Source: an optimization exercise on an open RTL-to-GDS flow (aim: small area, a short achievable clock period and few clock cycles per item). Production flows keep margins and buffers that such runs may drop.
The RTL was checked by simulation tests, not by an equivalence proof against the original design.

### design/flow/run.sh
#!/bin/bash
# synth_recipe.tcl (not shown) runs the flow's synth.tcl, then flattens the netlist and writes it again
# the make line also repeats each setting of config.mk as NAME=value (left out here)
make -C /OpenROAD-flow-scripts/flow DESIGN_CONFIG=/design/flow/config.mk WORK_HOME=/design/flow/orfs CLKGATE_MAP_FILE= SYNTH_SCRIPT=/design/flow/synth_recipe.tcl finish
### design/flow/design.v
package hsg_pkg;
	localparam int NDIM     = 8;
	localparam int DIM_W    = 3;
	localparam int STEPS_W  = 8;
	localparam int ACTIVE_W = 4;
	localparam int FRAC_W   = 16;
	localparam logic [ACTIVE_W-1:0] ACTIVE_RESET = 4'd8;
	function automatic logic [FRAC_W-1:0] den_of(input logic [2:0] dim, input logic [3:0] k);
		den_of = 16'd0;
		case (dim)
			3'd0: case (k)
				4'd0: den_of = 16'd1;
				4'd1: den_of = 16'd2;
				4'd2: den_of = 16'd4;
				4'd3: den_of = 16'd8;
				4'd4: den_of = 16'd16;
				4'd5: den_of = 16'd32;
				4'd6: den_of = 16'd64;
				4'd7: den_of = 16'd128;
				4'd8: den_of = 16'd256;
				4'd9: den_of = 16'd512;
				4'd10: den_of = 16'd1024;
				4'd11: den_of = 16'd2048;
				4'd12: den_of = 16'd4096;
				4'd13: den_of = 16'd8192;
				4'd14: den_of = 16'd16384;
				4'd15: den_of = 16'd32768;
				default: den_of = 16'd0;
			endcase
			3'd1: case (k)
				4'd0: den_of = 16'd1;
				4'd1: den_of = 16'd3;
				4'd2: den_of = 16'd9;
				4'd3: den_of = 16'd27;
				4'd4: den_of = 16'd81;
				4'd5: den_of = 16'd243;
				4'd6: den_of = 16'd729;
				4'd7: den_of = 16'd2187;
				4'd8: den_of = 16'd6561;
				4'd9: den_of = 16'd19683;
				4'd10: den_of = 16'd59049;
				default: den_of = 16'd0;
			endcase
			3'd2: case (k)
				4'd0: den_of = 16'd1;
				4'd1: den_of = 16'd5;
				4'd2: den_of = 16'd25;
				4'd3: den_of = 16'd125;
				4'd4: den_of = 16'd625;
				4'd5: den_of = 16'd3125;
				4'd6: den_of = 16'd15625;
				default: den_of = 16'd0;
			endcase
			3'd3: case (k)
				4'd0: den_of = 16'd1;
				4'd1: den_of = 16'd7;
				4'd2: den_of = 16'd49;
				4'd3: den_of = 16'd343;
				4'd4: den_of = 16'd2401;
				4'd5: den_of = 16'd16807;
				default: den_of = 16'd0;
			endcase
			3'd4: case (k)
				4'd0: den_of = 16'd1;
				4'd1: den_of = 16'd11;
				4'd2: den_of = 16'd121;
				4'd3: den_of = 16'd1331;
				4'd4: den_of = 16'd14641;
				default: den_of = 16'd0;
			endcase
			3'd5: case (k)
				4'd0: den_of = 16'd1;
				4'd1: den_of = 16'd13;
				4'd2: den_of = 16'd169;
				4'd3: den_of = 16'd2197;
				4'd4: den_of = 16'd28561;
				default: den_of = 16'd0;
			endcase
			3'd6: case (k)
				4'd0: den_of = 16'd1;
				4'd1: den_of = 16'd17;
				4'd2: den_of = 16'd289;
				4'd3: den_of = 16'd4913;
				default: den_of = 16'd0;
			endcase
			3'd7: case (k)
				4'd0: den_of = 16'd1;
				4'd1: den_of = 16'd19;
				4'd2: den_of = 16'd361;
				4'd3: den_of = 16'd6859;
				default: den_of = 16'd0;
			endcase
			default: den_of = 16'd0;
		endcase
	endfunction
endpackage
module hsg_ctrl (
	input  logic                          clk,
	input  logic                          arst_n,
	input  logic                          s_tvalid,
	output logic                          s_tready,
	input  logic [15:0]                   s_tdata,
	input  logic                          cfg_valid,
	output logic                          cfg_ready,
	input  logic [hsg_pkg::ACTIVE_W-1:0]  cfg_data,
	input  logic                          pop,
	output logic [1:0]                    cnt,
	output logic                          e0_rst,
	output logic [7:0]                    e0_s,
	output logic [3:0]                    e0_c,
	output logic                          e1_rst,
	output logic [7:0]                    e1_s,
	output logic [3:0]                    e1_c
);
	logic [hsg_pkg::ACTIVE_W-1:0] active_q;
	logic [1:0] cnt_q;
	logic       accept;
	logic [1:0] cnt_pop;
	logic [3:0] cap;
	logic [12:0] e0_q, e1_q, in_e;
	assign cfg_ready = 1'b1;
	assign s_tready  = !cnt_q[1];
	assign accept    = s_tvalid && !cnt_q[1];
	assign cap       = (active_q > 4'd8) ? 4'd8 : active_q;
	assign in_e      = {cap, s_tdata[8:1], s_tdata[0]};
	assign cnt_pop   = cnt_q - {1'b0, pop};
	always_ff @(posedge clk or negedge arst_n) begin
		if (!arst_n) begin
			active_q <= hsg_pkg::ACTIVE_RESET;
			cnt_q    <= 2'd0;
		end else begin
			if (cfg_valid)
				active_q <= cfg_data;
			cnt_q <= cnt_pop + {1'b0, accept};
		end
	end
	always_ff @(posedge clk) begin
		if (accept && cnt_pop == 2'd0)
			e0_q <= in_e;
		else if (pop)
			e0_q <= e1_q;
		if (accept && cnt_pop != 2'd0)
			e1_q <= in_e;
	end
	assign cnt    = cnt_q;
	assign e0_rst = e0_q[0];
	assign e0_s   = e0_q[8:1];
	assign e0_c   = e0_q[12:9];
	assign e1_rst = e1_q[0];
	assign e1_s   = e1_q[8:1];
	assign e1_c   = e1_q[12:9];
endmodule
module hsg_dpath #(
	parameter int IDX = 0,     
	parameter int P   = 5,     
	parameter int E   = 1,     
	parameter int B   = 5,     
	parameter int K   = 6,     
	parameter int KP  = 6,     
	parameter int W   = 14,    
	parameter int DB  = 3,     
	parameter int CW  = 6      
) (
	input  logic         clk,
	input  logic         arst_n,
	input  logic [1:0]   cnt,
	input  logic         e0_rst,
	input  logic [7:0]   e0_s,
	input  logic [3:0]   e0_c,
	input  logic         e1_rst,
	input  logic [7:0]   e1_s,
	input  logic [3:0]   e1_c,
	input  logic         pop,
	input  logic         xfer,
	output logic         hold,
	output logic         d_zero,
	output logic         d_pos,
	output logic [W-1:0] num,
	output logic [3:0]   k,
	output logic         ovf
);
	localparam logic [1:0] S_IDLE = 2'd0, S_RUN = 2'd1, S_HOLD = 2'd2;
	localparam int P2 = P * P;
	localparam logic [W-1:0] NUM_MAX = W'(B ** K - 1);
	logic [1:0]      ph_q;
	logic [1:0]      d_q;
	logic [2:0]      j_q;
	logic            done_q;
	logic [K*DB-1:0] ring_q;
	logic [CW-1:0]   car_q;
	logic [W-1:0]    acc_q;
	logic [3:0]      k_q;
	logic            ovf_q;
	logic       ent_valid, ent_rst, act;
	logic [7:0] ent_s;
	logic [3:0] ent_c;
	assign ent_valid = (d_q == 2'd0) ? (cnt != 2'd0) : ((d_q == 2'd1) && (cnt == 2'd2));
	assign ent_rst   = d_q[0] ? e1_rst : e0_rst;
	assign ent_s     = d_q[0] ? e1_s   : e0_s;
	assign ent_c     = d_q[0] ? e1_c   : e0_c;
	assign act       = (ent_c > 4'(IDX));
	logic start, start_run, start_hold, start_skip, step, first;
	assign start      = (ph_q == S_IDLE) && ent_valid;
	assign start_skip = start && !act;
	assign start_hold = start && act && ovf_q && !ent_rst;
	assign start_run  = start && act && !(ovf_q && !ent_rst);
	assign first      = start_run;
	assign step       = start_run || (ph_q == S_RUN);
	logic [DB-1:0]   g;
	logic [8:0]      sum;
	logic [8:0]      qt;
	logic [DB-1:0]   r;
	logic [2:0]      jj;
	logic [3:0]      oldk;
	logic            dn, done_now, last, ovf_now;
	logic [W-1:0]    accin;
	assign g     = (first && ent_rst) ? '0 : ring_q[DB-1:0];
	assign sum   = 9'(g) + (first ? 9'(ent_s) : 9'(car_q));
	assign qt    = sum / 9'(B);
	assign r     = DB'(sum % 9'(B));
	assign jj    = first ? 3'd0 : j_q;
	assign oldk  = (first && ent_rst) ? 4'd0 : k_q;
	assign dn    = first ? 1'b0 : done_q;
	assign accin = first ? '0 : acc_q;
	assign last  = (jj == 3'(K - 1));
	assign done_now = !dn && (qt == 9'd0) && ((5'(E) * (5'(jj) + 5'd1)) >= 5'(oldk));
	assign ovf_now  = last && (qt != 9'd0);
	logic [W-1:0] acc_full, acc_part;
	logic [3:0]   m;
	generate
		if (E == 1) begin : g_e1
			assign acc_full = W'(accin * P) + W'(r);
			assign acc_part = acc_full;
			assign m        = 4'd1;
		end else if (E == 2) begin : g_e2
			logic [DB-1:0] d0, d1;
			assign d0 = DB'(r % P);
			assign d1 = DB'(r / P);
			assign acc_full = W'(accin * P2) + W'(d0 * P) + W'(d1);
			assign acc_part = (d1 == '0) ? (W'(accin * P) + W'(d0)) : acc_full;
			assign m        = (d1 == '0) ? 4'd1 : 4'd2;
		end else begin : g_e3
			assign acc_full = {accin[W-4:0], r[0], r[1], r[2]};
			assign acc_part = r[2] ? acc_full :
				r[1] ? {accin[W-3:0], r[0], r[1]} : {accin[W-2:0], r[0]};
			assign m        = r[2] ? 4'd3 : r[1] ? 4'd2 : 4'd1;
		end
	endgenerate
	always_ff @(posedge clk or negedge arst_n) begin
		if (!arst_n) begin
			ph_q   <= S_IDLE;
			d_q    <= 2'd0;
			ring_q <= '0;
			k_q    <= 4'd0;
			ovf_q  <= 1'b0;
		end else begin
			d_q <= d_q + {1'b0, (ph_q == S_HOLD && xfer) || start_skip} - {1'b0, pop};
			if (start_skip && ent_rst) begin
				ring_q <= '0;
				k_q    <= 4'd0;
				ovf_q  <= 1'b0;
			end
			if (start_hold)
				ph_q <= S_HOLD;
			if (ph_q == S_HOLD && xfer)
				ph_q <= S_IDLE;
			if (step) begin
				ring_q <= {r, ((first && ent_rst) ? {(K-1)*DB{1'b0}} : ring_q[K*DB-1:DB])};
				ph_q   <= last ? S_HOLD : S_RUN;
				if (first)
					ovf_q <= 1'b0;
				if (first && ent_rst)
					k_q <= 4'd0;
				if (done_now)
					k_q <= (r == '0) ? 4'd0 : 4'(E * jj) + m;
				if (ovf_now) begin
					k_q   <= 4'(KP);
					ovf_q <= 1'b1;
				end
			end
		end
	end
	always_ff @(posedge clk) begin
		if (step) begin
			car_q  <= CW'(qt);
			j_q    <= jj + 3'd1;
			done_q <= dn || done_now;
			if (ovf_now)
				acc_q <= NUM_MAX;
			else if (done_now)
				acc_q <= acc_part;
			else if (!dn)
				acc_q <= acc_full;
		end
	end
	assign hold   = (ph_q == S_HOLD);
	assign d_zero = (d_q == 2'd0);
	assign d_pos  = (d_q != 2'd0);
	assign num    = acc_q;
	assign k      = k_q;
	assign ovf    = ovf_q;
endmodule
module halton_sequence_generator_unit #(
	parameter int DIMS       = 8,
	parameter int FRAC_WIDTH = 16
) (
	input  logic        clk,
	input  logic        arst_n,
	input  logic        s_tvalid,
	output logic        s_tready,
	input  logic [15:0] s_tdata,    
	output logic        m_tvalid,
	input  logic        m_tready,
	output logic [71:0] m_tdata,    
	output logic [0:0]  m_tuser,    
	output logic        m_tlast,
	input  logic        cfg_valid,
	output logic        cfg_ready,
	input  logic [3:0]  cfg_data    
);
	logic [1:0] cnt;
	logic       e0_rst, e1_rst;
	logic [7:0] e0_s, e1_s;
	logic [3:0] e0_c, e1_c;
	logic       pop;
	hsg_ctrl u_ctrl (
		.clk       (clk),
		.arst_n    (arst_n),
		.s_tvalid  (s_tvalid),
		.s_tready  (s_tready),
		.s_tdata   (s_tdata),
		.cfg_valid (cfg_valid),
		.cfg_ready (cfg_ready),
		.cfg_data  (cfg_data),
		.pop       (pop),
		.cnt       (cnt),
		.e0_rst    (e0_rst),
		.e0_s      (e0_s),
		.e0_c      (e0_c),
		.e1_rst    (e1_rst),
		.e1_s      (e1_s),
		.e1_c      (e1_c)
	);
	logic [7:0]  hold, d_zero, d_pos, ovf, xfer_d;
	logic [15:0] num [8];
	logic [3:0]  k [8];
	logic [2:0] q_q;
	logic       xfer, last;
	generate
	hsg_dpath #(.IDX(0), .P(2), .E(3), .B(8), .K(5), .KP(15), .W(15), .DB(3), .CW(6)) u_dim0 ( 
		.clk(clk), .arst_n(arst_n), .cnt(cnt), 
		.e0_rst(e0_rst), .e0_s(e0_s), .e0_c(e0_c), .e1_rst(e1_rst), .e1_s(e1_s), .e1_c(e1_c), 
		.pop(pop), .xfer(xfer_d[0]), .hold(hold[0]), .d_zero(d_zero[0]), .d_pos(d_pos[0]), 
		.num(num[0][15-1:0]), .k(k[0]), .ovf(ovf[0])); 
	if (15 < 16) begin : g_pad0 assign num[0][15:15] = '0; end
	hsg_dpath #(.IDX(1), .P(3), .E(2), .B(9), .K(5), .KP(10), .W(16), .DB(4), .CW(5)) u_dim1 ( 
		.clk(clk), .arst_n(arst_n), .cnt(cnt), 
		.e0_rst(e0_rst), .e0_s(e0_s), .e0_c(e0_c), .e1_rst(e1_rst), .e1_s(e1_s), .e1_c(e1_c), 
		.pop(pop), .xfer(xfer_d[1]), .hold(hold[1]), .d_zero(d_zero[1]), .d_pos(d_pos[1]), 
		.num(num[1][16-1:0]), .k(k[1]), .ovf(ovf[1])); 
	if (16 < 16) begin : g_pad1 assign num[1][15:16] = '0; end
	hsg_dpath #(.IDX(2), .P(5), .E(1), .B(5), .K(6), .KP(6), .W(14), .DB(3), .CW(6)) u_dim2 ( 
		.clk(clk), .arst_n(arst_n), .cnt(cnt), 
		.e0_rst(e0_rst), .e0_s(e0_s), .e0_c(e0_c), .e1_rst(e1_rst), .e1_s(e1_s), .e1_c(e1_c), 
		.pop(pop), .xfer(xfer_d[2]), .hold(hold[2]), .d_zero(d_zero[2]), .d_pos(d_pos[2]), 
		.num(num[2][14-1:0]), .k(k[2]), .ovf(ovf[2])); 
	if (14 < 16) begin : g_pad2 assign num[2][15:14] = '0; end
	hsg_dpath #(.IDX(3), .P(7), .E(1), .B(7), .K(5), .KP(5), .W(15), .DB(3), .CW(6)) u_dim3 ( 
		.clk(clk), .arst_n(arst_n), .cnt(cnt), 
		.e0_rst(e0_rst), .e0_s(e0_s), .e0_c(e0_c), .e1_rst(e1_rst), .e1_s(e1_s), .e1_c(e1_c), 
		.pop(pop), .xfer(xfer_d[3]), .hold(hold[3]), .d_zero(d_zero[3]), .d_pos(d_pos[3]), 
		.num(num[3][15-1:0]), .k(k[3]), .ovf(ovf[3])); 
	if (15 < 16) begin : g_pad3 assign num[3][15:15] = '0; end
	hsg_dpath #(.IDX(4), .P(11), .E(1), .B(11), .K(4), .KP(4), .W(14), .DB(4), .CW(5)) u_dim4 ( 
		.clk(clk), .arst_n(arst_n), .cnt(cnt), 
		.e0_rst(e0_rst), .e0_s(e0_s), .e0_c(e0_c), .e1_rst(e1_rst), .e1_s(e1_s), .e1_c(e1_c), 
		.pop(pop), .xfer(xfer_d[4]), .hold(hold[4]), .d_zero(d_zero[4]), .d_pos(d_pos[4]), 
		.num(num[4][14-1:0]), .k(k[4]), .ovf(ovf[4])); 
	if (14 < 16) begin : g_pad4 assign num[4][15:14] = '0; end
	hsg_dpath #(.IDX(5), .P(13), .E(1), .B(13), .K(4), .KP(4), .W(15), .DB(4), .CW(5)) u_dim5 ( 
		.clk(clk), .arst_n(arst_n), .cnt(cnt), 
		.e0_rst(e0_rst), .e0_s(e0_s), .e0_c(e0_c), .e1_rst(e1_rst), .e1_s(e1_s), .e1_c(e1_c), 
		.pop(pop), .xfer(xfer_d[5]), .hold(hold[5]), .d_zero(d_zero[5]), .d_pos(d_pos[5]), 
		.num(num[5][15-1:0]), .k(k[5]), .ovf(ovf[5])); 
	if (15 < 16) begin : g_pad5 assign num[5][15:15] = '0; end
	hsg_dpath #(.IDX(6), .P(17), .E(1), .B(17), .K(3), .KP(3), .W(13), .DB(5), .CW(4)) u_dim6 ( 
		.clk(clk), .arst_n(arst_n), .cnt(cnt), 
		.e0_rst(e0_rst), .e0_s(e0_s), .e0_c(e0_c), .e1_rst(e1_rst), .e1_s(e1_s), .e1_c(e1_c), 
		.pop(pop), .xfer(xfer_d[6]), .hold(hold[6]), .d_zero(d_zero[6]), .d_pos(d_pos[6]), 
		.num(num[6][13-1:0]), .k(k[6]), .ovf(ovf[6])); 
	if (13 < 16) begin : g_pad6 assign num[6][15:13] = '0; end
	hsg_dpath #(.IDX(7), .P(19), .E(1), .B(19), .K(3), .KP(3), .W(13), .DB(5), .CW(4)) u_dim7 ( 
		.clk(clk), .arst_n(arst_n), .cnt(cnt), 
		.e0_rst(e0_rst), .e0_s(e0_s), .e0_c(e0_c), .e1_rst(e1_rst), .e1_s(e1_s), .e1_c(e1_c), 
		.pop(pop), .xfer(xfer_d[7]), .hold(hold[7]), .d_zero(d_zero[7]), .d_pos(d_pos[7]), 
		.num(num[7][13-1:0]), .k(k[7]), .ovf(ovf[7])); 
	if (13 < 16) begin : g_pad7 assign num[7][15:13] = '0; end
	endgenerate
	assign m_tvalid = hold[q_q] && d_zero[q_q];
	assign last     = ({1'b0, q_q} == (e0_c - 4'd1));
	assign xfer     = m_tvalid && m_tready;
	assign xfer_d   = xfer ? (8'd1 << q_q) : 8'd0;
	assign pop      = (xfer && last) || ((cnt != 2'd0) && (e0_c == 4'd0) && (&d_pos));
	always_ff @(posedge clk or negedge arst_n) begin
		if (!arst_n)
			q_q <= 3'd0;
		else if (xfer)
			q_q <= last ? 3'd0 : q_q + 3'd1;
	end
	assign m_tdata = {5'd0, 16'd0, hsg_pkg::den_of(q_q, k[q_q]), 16'd0, num[q_q], q_q};
	assign m_tuser = ovf[q_q];
	assign m_tlast = last;
endmodule
### design/flow/config.mk
export PLATFORM = sky130hd
export DESIGN_NAME = halton_sequence_generator_unit
export DESIGN_NICKNAME = halton_sequence_generator_unit
export VERILOG_FILES = /design/flow/design.v
export SDC_FILE = /design/flow/constraint.sdc
export NUM_CORES = 4
export LEC_CHECK = 0
export CAP_MARGIN = 20
export CORE_MARGIN = 2
export CORE_UTILIZATION = 40
export SLEW_MARGIN = 20
### design/flow/constraint.sdc
create_clock -name core_clock -period 10.0 [get_ports {clk}]
set_input_delay 2.0000 -clock core_clock [delete_from_list [all_inputs] [get_ports {clk}]]
set_output_delay 2.0000 -clock core_clock [all_outputs]
set_load 0.01 [all_outputs]
==> impl_metrics.ini <==
[status]
outcome = failed layout checks
so.violations = setup timing

[drt]
viasPerCell = 5.62
vias = 34300
ant_nets = 0
firstDrtPassIters = 6
drtIter0Drc = 2994
routed_wl_mm = 122
wire_per_inst_um = 19.9
drc_errors = 0

[synth]
yosys.area_share.adder_pct = 17.4
synth_mux_area_share_pct = 4.59
synth_top_family_by_area = compound AO/OA/AOI/OAI gates
synth_cell_types = 141
synth_edf_count = 214
ys_ff_latch = 425
synth_compound_area_share_pct = 21.5
synth_area_mm2 = 0.0397
synthXorXnorAreaFrac_pct = 4.74
synth_cells = 4349
synth_ff_type = edfxtp_1
avgSynthCellArea_um2 = 9.12
async_reset_ff_share_pct = 49.6
synth_seq_area_share_pct = 29.5
yosys.area_share.simple_pct = 16.1
synth_warnings = 13

[die]
die_height_um = 319
boundaryPins = 102
initial_core_util_pct = 40.4
num_rows = 115
dieArea_mm2 = 0.102
core_mm2 = 0.0983
die-width_um = 319

[sta]
finalWorstSetupSlack_ps = -1940
fin_crit_sh_pct = 119
setup_tns_ps = -14760
maxSlewViolCount = 0
post-route-min-period_ps = 11940
relSlewSlack_pct = 14.4
finalHoldViolCount = 0
skew_ps = 84.2
fmax_ghz = 0.0838
tightest_slew_ps = 1270
rsz0062_at_grt = true
holdWs_ps = 448
finalSetupViolations = 13

[global_routing]
grt_first_pass_wirelength_mm = 189
antenna_found_initial = 2
grt_pass1_vias = 33500
grt_max_degree = 93
overflow = 0
grt_use_total_pct = 23.3

[worst_setup_path]
crit_path_max_fanout = 5
critPathMostFrequentCell = a21o_1
cpPeakStageDelay_ps = 510
cp-end-kind = flip-flop
crit_type = reg2reg
cp.buffers_inverters = 14
worst_ep_arrival_time_ps = 12280
slowest_stage = or4b_4
critPathLaunchType = flip-flop
cp.required_ps = 10340
critical-path-top-delay-family = compound AO/OA/AOI/OAI gates

[hold_path]
hp-class = reg2reg

[layout]
final_common_cell = buf_4
final_cell_mix = 449 x buf_4, 400 x ha_1, 396 x nand2_1, 349 x inv_1, 214 x edfxtp_1
areaGrowthSynthToFinish_pct = 21.3
utilization_pct = 48.9
drive_gt1_share_pct = 20.2
n_fill_cell = 9168
fin_nets = 5302

[clock_tree]
cts_tree = yes
clockBufferDepth = 3
clk_pin_slew_ps = 60
clock_sinks = 425
h-tree-depth = 2
cts_buffers = 54
worstSkewPairLatency_ps = 660
cts-root-buf = clkbuf_16

[placed_design]
dp_hpwl_mm = 92.5
dp_slack_ps = -2260
gp_congestion = 0.949
portBuffers = 56

[flow_run]
drv_cap = 0
==> cell usage after synthesis, types with 60 or more instances <==
| library cell | count | area (um^2) |
|---|---|---|
| mux2i_1 | 101 | 1010 |
| xnor2_1 | 149 | 1310 |
| nand2_1 | 407 | 1530 |
| ha_1 | 430 | 5380 |
| nor3_1 | 79 | 395 |
| nor2_1 | 219 | 822 |
| o21ai_0 | 197 | 986 |
| inv_1 | 361 | 1360 |
| nor2b_1 | 60 | 375 |
| a22o_1 | 119 | 1040 |
| a21o_1 | 98 | 736 |
| edfxtp_1 | 214 | 6430 |
| fa_1 | 75 | 1500 |
| dfrtp_1 | 210 | 5260 |
| clkbuf_1 | 123 | 462 |
| nand3_1 | 96 | 480 |
| mux2_2 | 61 | 687 |
| and2_1 | 159 | 995 |
| a21oi_1 | 201 | 1010 |
==> timing repair <==
item,CTS,global route
buffers inserted,17,56
endpoints found under the setup margin,22,39
cloned,0,1
pin swaps,51,106
hold buffers,0,0
resized for setup,61,217
hold endpoints to repair,0,0
==> registers in the layout (all words and copies together), names as in the netlist, 14 cells and up <==
signal         count
u_dim0.ring_q     15
u_dim6.ring_q     15
u_dim7.ring_q     15
u_dim4.acc_q      14
u_dim5.acc_q      15
u_dim5.ring_q     16
u_dim2.acc_q      14
u_dim3.ring_q     15
u_dim1.ring_q     20
u_dim1.acc_q      16
u_dim3.acc_q      15
u_dim0.acc_q      15
u_dim2.ring_q     18
u_dim4.ring_q     16
==> worst register-to-register path: cells and delay by family (launching register included) <==
family                   cells  cell delay, ps
flip-flops                   1             450
adder cells (fa/ha/maj)     11            2740
buffers and inverters       14            1050
AO/OA/AOI/OAI               23            4300
XOR/XNOR                     1             150
AND/OR/NAND/NOR             14            2600
multiplexers                 1             320
==> routing by layer <==
layer  vias up  global-route usage, %  part of all wire (%)
met1     16700                   31.7                    45
met4         0                   7.10                   3.1
met2       953                   38.2                    46
met3       147                   3.51                   6.3
li1      16600                      -                     -
met5         -                      0                     0
==> path summary, 6_finish.rpt <==
kind / from / to / slack [ps] / depth (start not counted)
max in group asynchronous: arst_n / u_dim3.d_q[0] / 7050 / 2
setup / recovery: u_dim1.d_q[0] / u_dim1.acc_q[14] / -1940 / 64
setup reg to reg: u_dim1.d_q[0] / u_dim1.acc_q[14] / -1940 / 64
min in group asynchronous: arst_n / u_dim5.ring_q[12] / 1390 / 1
hold reg to reg: u_dim4.ring_q[7] / u_dim4.ring_q[3] / 450 / 1
hold / removal: u_dim4.ring_q[7] / u_dim4.ring_q[3] / 450 / 1
==> metrics by stage <==
step | instances | instance area, um^2
floorplan | 4399 | 40100
global placement | 5931 | 44300
detailed placement | 5931 | 44300
CTS | 6050 | 46700
global route | 6105 | 48100
finish | 6106 | 48100
==> cell type report <==
cell class	count	area, um^2	share of cell area (%)
multi-input combinational	3387	27200	56.6
sequential	425	11700	24.3
timing repair buffer	532	4270	8.89
clock buffer	81	1650	3.43
tap	1287	1610	3.35
inverter	372	1400	2.91
clock inverter	21	239	0.497
antenna	1	2.50	0.00520
==> cells by family after synthesis <==
kind of cell,after synthesis
adders and majority gates,508
muxes,169
buffers and inverters,588
xor gates and xnor gates,209
DFF,425
AOI/OAI and AO/OA,1176
and+or+nand+nor,1272
other,2
Testbench counts, summed over its fixed seeds: cycles 3,120, items 384.

re-timing with driven ports:
Ports are ideal in the flow. The routed layout listed here was re-timed in OpenROAD.
Step 1 assumes that a clkbuf_16 drives the clock port and a buf_2 every other input.
Step 2 times the ports against the registers' clock, not the clock port: input delays grow and output delays shrink by t, the midpoint of the rising clock arrivals with the driver on.
a / b / c = ideal / step 1 / step 2; a / b = the first two.
t, ns: 0.692
slack for setup (ns): -1.939 / -1.939 / -1.939
worst setup path at the end: register to register
For this run, drivers alone change the setup slack by 0.000 ns; drivers and shift together by 0.000 ns.
